This is an optimization exercise on Yosys and OpenROAD, whose aim is small area and a short achievable clock period, not a production implementation. Only the layout flow was run in this run; the RTL was not checked for function there. No activity file was given, so power comes from the tool's default toggle rates.

==> flow/design.v <==
`default_nettype none
package spm_pkg;
    parameter int SAMPLE_WIDTH_DEFAULT = 16;
    parameter int FIFO_DEPTH_DEFAULT = 16;
    parameter int INTERVAL_WIDTH = 32;
    parameter int TIMER_WIDTH = 32;
    parameter int SAMPLE_MAX_WIDTH = 32;
    function automatic logic [SAMPLE_MAX_WIDTH-1:0] end_marker(input integer width);
        end_marker = 32'd1 << (width - 1);
    endfunction
    function automatic logic [SAMPLE_MAX_WIDTH-1:0] most_negative(input integer width);
        most_negative = end_marker(width) + 32'd1;
    endfunction
    function automatic logic [SAMPLE_MAX_WIDTH-1:0] most_positive(input integer width);
        most_positive = end_marker(width) - 32'd1;
    endfunction
endpackage
`default_nettype wire
`default_nettype none
`timescale 1ns/10ps
module spm_top #(
    parameter int SAMPLE_WIDTH = spm_pkg::SAMPLE_WIDTH_DEFAULT,
    parameter int FIFO_DEPTH   = spm_pkg::FIFO_DEPTH_DEFAULT
) (
    input  logic                               clk,
    input  logic                               reset,
    input  logic                               enable,
    input  logic                               start,
    input  logic [spm_pkg::INTERVAL_WIDTH-1:0] interval,
    input  logic signed [SAMPLE_WIDTH-1:0]     data_in,
    input  logic                               data_in_valid,
    output logic                               data_in_ready,
    output logic signed [SAMPLE_WIDTH-1:0]     min_out,
    output logic signed [SAMPLE_WIDTH-1:0]     max_out,
    output logic                               min_out_valid,
    output logic                               max_out_valid,
    input  logic                               min_out_ready,
    input  logic                               max_out_ready,
    output logic [spm_pkg::TIMER_WIDTH-1:0]    timer,
    output logic                               busy,
    output logic                               done
);
    localparam int AW = $clog2(FIFO_DEPTH);
    localparam int IW = spm_pkg::INTERVAL_WIDTH;
    localparam int TW = spm_pkg::TIMER_WIDTH;
    localparam logic [SAMPLE_WIDTH-1:0] END_MARKER = {1'b1, {(SAMPLE_WIDTH-1){1'b0}}};
    function automatic logic [31:0] inc32(input logic [31:0] x);
        for (int i = 0; i < 32; i++) inc32[i] = x[i] ^ ((x & ((32'd1 << i) - 32'd1)) == ((32'd1 << i) - 32'd1));
    endfunction
    function automatic logic [31:0] dec32(input logic [31:0] x);
        for (int i = 0; i < 32; i++) dec32[i] = x[i] ^ ((x & ((32'd1 << i) - 32'd1)) == 32'd0);
    endfunction
    localparam int SLOTS = FIFO_DEPTH - 1;
    logic signed [SAMPLE_WIDTH-1:0] mn [SLOTS];
    logic signed [SAMPLE_WIDTH-1:0] mx [SLOTS];
    localparam int JW = FIFO_DEPTH / 2;
    localparam int CW = FIFO_DEPTH / 2 + 1;
    logic [CW-1:0] cnt_mn, cnt_mx;
    logic [JW-1:0] occ_mn, occ_mx;
    function automatic logic jstate(input logic [31:0] j, input int w, input int k);
        if (k == 0)      jstate = !j[w-1] && !j[0];
        else if (k < w)  jstate = j[k-1] && !j[k];
        else if (k == w) jstate = j[w-1] && j[0];
        else             jstate = !j[k-w-1] && j[k-w];
    endfunction
    logic [IW-1:0] iq;       
    logic          n1;       
    logic [IW-1:0] rem;      
    logic [IW-1:0] base;     
    logic          have;     
    logic          last;     
    logic ready_int, accept, marker, smp, shift, push, pop_mn, pop_mx;
    logic wr0_mn, wr0_mx, start_run, head_mn, head_mx;
    logic signed [SAMPLE_WIDTH-1:0] push_mn, push_mx, rd_mn, rd_mx;
    logic lt_mn, gt_mx;
    spm_lt #(.W(SAMPLE_WIDTH)) i_lt_mn (.a(data_in), .b(mn[0]),   .lt(lt_mn));
    spm_lt #(.W(SAMPLE_WIDTH)) i_gt_mx (.a(mx[0]),   .b(data_in), .lt(gt_mx));
    logic ready_next;
    assign ready_next    = (start_run || (busy && !(accept && marker)))
                        && !((jstate(32'(cnt_mn), CW, FIFO_DEPTH) || (jstate(32'(cnt_mn), CW, FIFO_DEPTH - 1) && push)) && !pop_mn)
                        && !((jstate(32'(cnt_mx), CW, FIFO_DEPTH) || (jstate(32'(cnt_mx), CW, FIFO_DEPTH - 1) && push)) && !pop_mx);
    assign data_in_ready = enable && ready_int;
    assign accept        = data_in_valid && data_in_ready;
    assign marker        = (data_in == END_MARKER);
    assign smp           = accept && !marker;
    assign shift         = smp && !have;
    assign push          = accept && (marker ? have : last);
    assign wr0_mn        = smp && (!have || lt_mn);
    assign wr0_mx        = smp && (!have || gt_mx);
    assign start_run     = enable && !busy && start;
    assign base          = have ? rem : iq;
    assign pop_mn        = min_out_valid && min_out_ready;
    assign pop_mx        = max_out_valid && max_out_ready;
    assign head_mn       = push && (!min_out_valid || (jstate(32'(cnt_mn), CW, 1) && pop_mn));
    assign head_mx       = push && (!max_out_valid || (jstate(32'(cnt_mx), CW, 1) && pop_mx));
    assign push_mn       = wr0_mn ? data_in : mn[0];
    assign push_mx       = wr0_mx ? data_in : mx[0];
    always_comb begin
        rd_mn = '0;
        rd_mx = '0;
        for (int i = 0; i < SLOTS; i++) begin
            rd_mn = rd_mn | (mn[i] & {SAMPLE_WIDTH{jstate(32'(occ_mn), JW, (i + 2) % FIFO_DEPTH)}});
            rd_mx = rd_mx | (mx[i] & {SAMPLE_WIDTH{jstate(32'(occ_mx), JW, (i + 2) % FIFO_DEPTH)}});
        end
    end
    always_ff @(posedge clk) begin
        if (shift) begin
            for (int i = 1; i < SLOTS; i++) begin
                mn[i] <= mn[i-1];
                mx[i] <= mx[i-1];
            end
        end
        if (wr0_mn) mn[0] <= data_in;
        if (wr0_mx) mx[0] <= data_in;
        if (head_mn)     min_out <= push_mn;
        else if (pop_mn) min_out <= rd_mn;
        if (head_mx)     max_out <= push_mx;
        else if (pop_mx) max_out <= rd_mx;
    end
    always_ff @(posedge clk) begin
        if (enable && !busy) begin
            iq   <= interval;
            n1   <= (interval == IW'(1));
            last <= (interval == IW'(1));
        end else if (accept) begin
            last <= (smp && !last) ? (base == IW'(2)) : n1;
        end
        if (smp && !last) begin
            rem <= dec32(base);
        end
    end
    always_ff @(posedge clk or posedge reset) begin
        if (reset) begin
            cnt_mn        <= '0;
            cnt_mx        <= '0;
            occ_mn        <= '0;
            occ_mx        <= '0;
            min_out_valid <= 1'b0;
            max_out_valid <= 1'b0;
            have          <= 1'b0;
            ready_int     <= 1'b0;
        end else begin
            ready_int <= ready_next;
            case ({push, pop_mn})
                2'b10:   begin cnt_mn <= {cnt_mn[CW-2:0], !cnt_mn[CW-1]}; min_out_valid <= 1'b1; end
                2'b01:   begin cnt_mn <= {!cnt_mn[0], cnt_mn[CW-1:1]}; min_out_valid <= !jstate(32'(cnt_mn), CW, 1); end
                default: ;
            endcase
            case ({push, pop_mx})
                2'b10:   begin cnt_mx <= {cnt_mx[CW-2:0], !cnt_mx[CW-1]}; max_out_valid <= 1'b1; end
                2'b01:   begin cnt_mx <= {!cnt_mx[0], cnt_mx[CW-1:1]}; max_out_valid <= !jstate(32'(cnt_mx), CW, 1); end
                default: ;
            endcase
            case ({shift, pop_mn})
                2'b10:   occ_mn <= {occ_mn[JW-2:0], !occ_mn[JW-1]};
                2'b01:   occ_mn <= {!occ_mn[0], occ_mn[JW-1:1]};
                default: ;
            endcase
            case ({shift, pop_mx})
                2'b10:   occ_mx <= {occ_mx[JW-2:0], !occ_mx[JW-1]};
                2'b01:   occ_mx <= {!occ_mx[0], occ_mx[JW-1:1]};
                default: ;
            endcase
            if (accept) have <= smp && !last;
        end
    end
    always_ff @(posedge clk or posedge reset) begin
        if (reset) begin
            busy  <= 1'b0;
            done  <= 1'b0;
            timer <= '0;
        end else if (enable) begin
            if (start_run) begin
                busy  <= 1'b1;
                done  <= 1'b0;
                timer <= '0;
            end else if (busy) begin
                timer <= inc32(timer);
                if (accept && marker) begin
                    busy <= 1'b0;
                    done <= 1'b1;
                end
            end
        end
    end
endmodule
`default_nettype wire
`default_nettype none
module spm_lt #(
    parameter int W = 16
) (
    input  logic [W-1:0] a,
    input  logic [W-1:0] b,
    output logic         lt
);
    localparam int L = $clog2(W);
    localparam int P = 1 << L;
    logic [P-1:0] g [L+1];
    logic [P-1:0] e [L+1];
    always_comb begin
        g[0] = '0;
        e[0] = '1;
        for (int i = 0; i < W; i++) begin
            if (i == W - 1) g[0][i] = a[i] & ~b[i];
            else            g[0][i] = ~a[i] & b[i];
            e[0][i] = ~(a[i] ^ b[i]);
        end
        for (int l = 1; l <= L; l++) begin
            g[l] = '0;
            e[l] = '0;
            for (int i = 0; i < (P >> l); i++) begin
                g[l][i] = g[l-1][2*i+1] | (e[l-1][2*i+1] & g[l-1][2*i]);
                e[l][i] = e[l-1][2*i+1] & e[l-1][2*i];
            end
        end
        lt = g[L][0];
    end
endmodule
`default_nettype wire
==> flow/flow/run.sh <==
#!/bin/bash
# Standard layout, with two changes: the clock tree is built without dummy
# loads, and the port buffers are the smallest plain buffer (timing repair
# sizes them up where a path needs it).
set -euo pipefail
export CTS_ARGS="-sink_clustering_enable -repair_clock_nets -sink_clustering_size 16 -sink_clustering_max_diameter 60 -buf_list {sky130_fd_sc_hd__clkbuf_8 sky130_fd_sc_hd__clkbuf_16} -sink_clustering_buffer sky130_fd_sc_hd__clkbuf_8 -root_buf sky130_fd_sc_hd__clkbuf_16 -dont_use_dummy_load"
export BUFFER_PORTS_ARGS="-buffer_cell sky130_fd_sc_hd__buf_1"
bash standard.sh synth > synth.log 2>&1
bash standard.sh finish > layout.log 2>&1
==> flow/standard.sh <==
#!/bin/bash
# synth_recipe.tcl (not shown) runs the flow's synth.tcl, then flattens the netlist and writes it again
# the make line also repeats each setting of config.mk as NAME=value (left out here)
make -C /OpenROAD-flow-scripts/flow DESIGN_CONFIG=/design/flow/config.mk WORK_HOME=/design/flow/orfs CLKGATE_MAP_FILE= SYNTH_SCRIPT=/design/flow/synth_recipe.tcl "${@:-finish}"
==> flow/config.mk <==
export PLATFORM = sky130hd
export DESIGN_NAME = spm_top
export DESIGN_NICKNAME = spm_top
export VERILOG_FILES = /design/flow/design.v
export SDC_FILE = /design/flow/constraint.sdc
export NUM_CORES = 4
export LEC_CHECK = 0
export CAP_MARGIN = 20
export CORE_MARGIN = 2
export CORE_UTILIZATION = 60
export CTS_BUF_LIST = sky130_fd_sc_hd__clkbuf_4 sky130_fd_sc_hd__clkbuf_8
export CTS_CLUSTER_SIZE = 30
export SETUP_SLACK_MARGIN = 2.0
export SLEW_MARGIN = 20
==> flow/constraint.sdc <==
create_clock -name core_clock -period 4.5 [get_ports {clk}]
set_input_delay 0.9000 -clock core_clock [delete_from_list [all_inputs] [get_ports {clk}]]
set_output_delay 0.9000 -clock core_clock [all_outputs]
set_load 0.01 [all_outputs]
==> flow_summary_export.csv <==
group,metric,value,unit
run_status,status,"timing/DRC/antenna clean",
yosys,yosys.area.top_type,"edfxtp_1",
detailed_routing,viasPerCell,6.62,
detailed_routing,drt_iter0_drc,2284,
critical_path,startpoint_type,"input port",
global_route,grtUsageTotal,0.292,
critical_path,endpoint_kind,"flip-flop",
detailed_routing,wirelength_met1,29.1,mm
yosys,synth_edf_count,546,
sta,fin_crit_sh,0.593,
placed_design,gp_congestion,0.852,
clock_tree,clockBufferDepth,3,
detailed_routing,top_layer_used,"met4",
global_route,gr-total-overflow,0,
sta,finalHoldViolations,0,
clock_tree,root_buffer,"clkbuf_16",
clock_tree,cts_tree,"done",
clock_tree,cts_buffers,48,
detailed_routing,wl,68.7,mm
die,num_io_pins,124,
yosys,synth_area_leaders,"edfxtp_1 62%, dfrtp_1 6.8%, a22oi_1 4.6%",
detailed_routing,dr_total_vias,16991,
clock_tree,cts.clk_slew.worst_paths,0.10,ns
yosys,avgSynthCellArea,14.9,um^2
die,core-area,0.0439,mm^2
critical_path,worstPathArrival,3.01,ns
detailed_routing,wl_met2,30.6,mm
sta,setup_violations,0,
critical_path,worst-setup-path-type,"in2reg",
pwr,leakagePower,10.4,nW
critical_path,ff2ff_setup_slack,1.88,ns
yosys,yosysWarnings,8,
clock_tree,cts_num_sinks,650,
yosys,syn-cell-area,0.0265,mm^2
finish,layout_commonest_cell,"edfxtp_1",
global_route,grt_pass1_vias,16377,
critical_path,reg2reg_from,"mn[0][6]",
placed_design,port_buffers,123,
finish,synthToLayoutAreaGrowth,14.0,%
clock_tree,clock_latency,0.58,ns
yosys,ys_types,74,
finish,antenna_cells,0,
yosys,async_reset_ff_frac,0.111,
placed_design,post_dp_cell_area,0.0282,mm^2
finish,final_cell_count_no_fill,2568,
sta,maxSlewHeadroom,0.358,
critical_path,r2r_cells,8,
sta,rsz0062_at_grt,"yes",
detailed_routing,drc,0,
die,dieWidth,214,um
die,initial_core_util,0.604,
yosys,synthesis.nets,1883,
sta,skew,0.0394,ns
yosys,syn_inst,1783,
die,chipHeight,214,um
critical_path,r2r_end,"min_out[0]",
placed_design,place_hpwl,43.7,mm
finish,drive_gt1_frac,0.177,
finish,finalNetCount,2078,
yosys,seq_area_frac_synth,0.710,
yosys,synthFlopType,"edfxtp_1",
sta,fmax,375,MHz
detailed_routing,route.met3.wl,7.32,mm
die,rows,77,
global_route,grt_start_max_net_pins,80,
global_route,antenna_found_initial,0,
clock_tree,hold_buffers,0,
detailed_routing,drt_first_pass_iters,6,
min_path,hold_path.class,"in2async",
placed_design,placed_cells,2469,
pwr,powerDensity,596,mW/mm^2
finish,design_area,0.0303,mm^2
pwr,irDropWorstVdd,0.298,mV
sta,worst_pin_slew,0.960,ns
detailed_routing,wl_per_cell,26.8,um
yosys,ys_ff_latch,650,
sta,slew_violations,0,
critical_path,required,4.84,ns
die,die_area,0.0459,mm^2
job,cap_violations,0,
clock_tree,cts-htree-levels,2,
critical_path,crit_fanout,6,
global_route,grt_pass1_wl,101,mm
finish,most-common-layout-cells,"546 x edfxtp_1, 159 x a22oi_1, 107 x buf_1",
yosys,synth_top_area_share,0.618,
detailed_routing,antenna_left,0,
sta,period_minus_slack,2.67,ns
sta,fin_setup_tns,0,ns
==> logic make-up (layout without fill, tap and decap cells) <==
family                     count (synthesis)  in the layout  synth area share
DFF                                      650            650             0.710
adders and majority gates                 45             45            0.0212
AOI/OAI and AO/OA                        423            424             0.118
xor gates and xnor gates                  54             54            0.0178
and+or+nand+nor                          337            338            0.0640
muxes                                    117            117            0.0460
buffers and inverters                    157            348            0.0235
==> stage by stage <==
step                      power [mW]  hold WS, ns  setup WS (ns)  utilization
final                           18.0        0.267           1.83        0.689
after CTS                       17.7        0.438           1.95        0.676
after detailed placement        14.4        0.435          0.888        0.642
after floorplan                 12.3        0.422          -4.24            -
after global routing            18.8        0.278           1.85        0.689
after global placement          14.3        0.429          0.843        0.642
==> flip-flops by register name, summed over array words and instances, names as in the netlist <==
signal and count:
have 1, mx 240, last 1, mn 240, max_out 16, n1 1
min_out_valid 1, iq 32, done 1, occ_mn 8, ready_int 1, occ_mx 8
cnt_mx 9, cnt_mn 9, min_out 16, busy 1, rem 32, timer 32
max_out_valid 1
==> critical path, stage by stage <==
cell and delay (ns):
buf_8 0.11, inv_1 0.05, ha_1 0.28, and4_4 0.24, o21ai_2 0.07, a2bb2oi_4 0.18, a211oi_4 0.38, buf_6 0.20
mux2_4 0.32, mux2_4 0.26
==> Yosys cell counts, types with 18 or more instances <==
library cell,number
edfxtp_1,546
a22oi_1,161
nand2_1,89
nor2_1,84
mux2i_1,76
dfrtp_1,72
inv_1,68
o21ai_0,66
clkbuf_1,65
ha_1,45
a22o_1,38
mux2_2,37
dfxtp_1,32
a222oi_1,30
o22ai_1,29
xor2_1,28
nor3_1,27
xnor2_1,26
nand3_1,25
a21oi_1,22
nand4_1,20
a221o_1,18
==> how the worst max path moves through the flow <==
stage,start,endpoint,slack [ns],cells after the start
finish,data_in[8],min_out[0],1.83,10
global route,data_in[10],min_out[12],1.85,10
CTS,data_in_valid,mx[2][5],1.95,7
detailed placement,data_in[13],min_out[11],0.89,10
global placement,data_in[13],max_out[14],0.84,8
floorplan,data_in[6],mn[10][0],-4.24,4
==> power by group <==
part	total (mW)	leakage [nW]	internal (mW)	switching, mW
Clock	2.87	0.371	1.07	1.81
Sequential	8.99	6.19	7.95	1.04
Combinational	6.19	3.83	2.54	3.65
==> layout make-up <==
class / count / area, um^2
Clock buffer: 48 / 717
Fill cell: 3035 / 13700
Inverter: 73 / 318
Multi-Input combinational cell: 978 / 7820
Sequential cell: 650 / 18900
Tap cell: 592 / 741
Timing Repair Buffer: 227 / 1770
==> what timing repair did <==
item                       in CTS  in global routing
gates resized for setup       148                 69
gates cloned                    3                  6
pin swaps                      11                 16
buffers inserted               26                 15
setup endpoints to repair     572                394
==> routing by layer <==
| layer | up-vias | GRT usage |
|---|---|---|
| met5 | - | 0 |
| met1 | 8569 | 0.447 |
| met3 | 104 | 0.0573 |
| li1 | 7394 | - |
| met2 | 924 | 0.427 |
| met4 | 0 | 0.0917 |

==> port drivers added, routing unchanged <==
How much do the figures lean on ideal ports? The routed layout below was timed once more, with nothing changed but the port constraints. Step 1: set_driving_cell puts a clkbuf_16 on clk and a buf_2 on each other input, an assumption about the parent block. Step 2 adds t to the input delays and takes it off the output delays; t is the mean of the earliest and latest rising clock arrival at the registers after step 1. Input paths then give back, and output paths get back, about the clock's delay inside the block. a / b / c = ideal ports / drivers / drivers and shift; a / b = the first two.
t, ns: 0.615
slack for setup (ns): 1.832 / 1.805 / 1.190
worst setup path after step 2: input to register
pins driven straight from the clock port: 1
After both steps setup and hold are still met in this run. For this run, drivers alone change the setup slack by -0.027 ns; drivers and shift together by -0.642 ns.
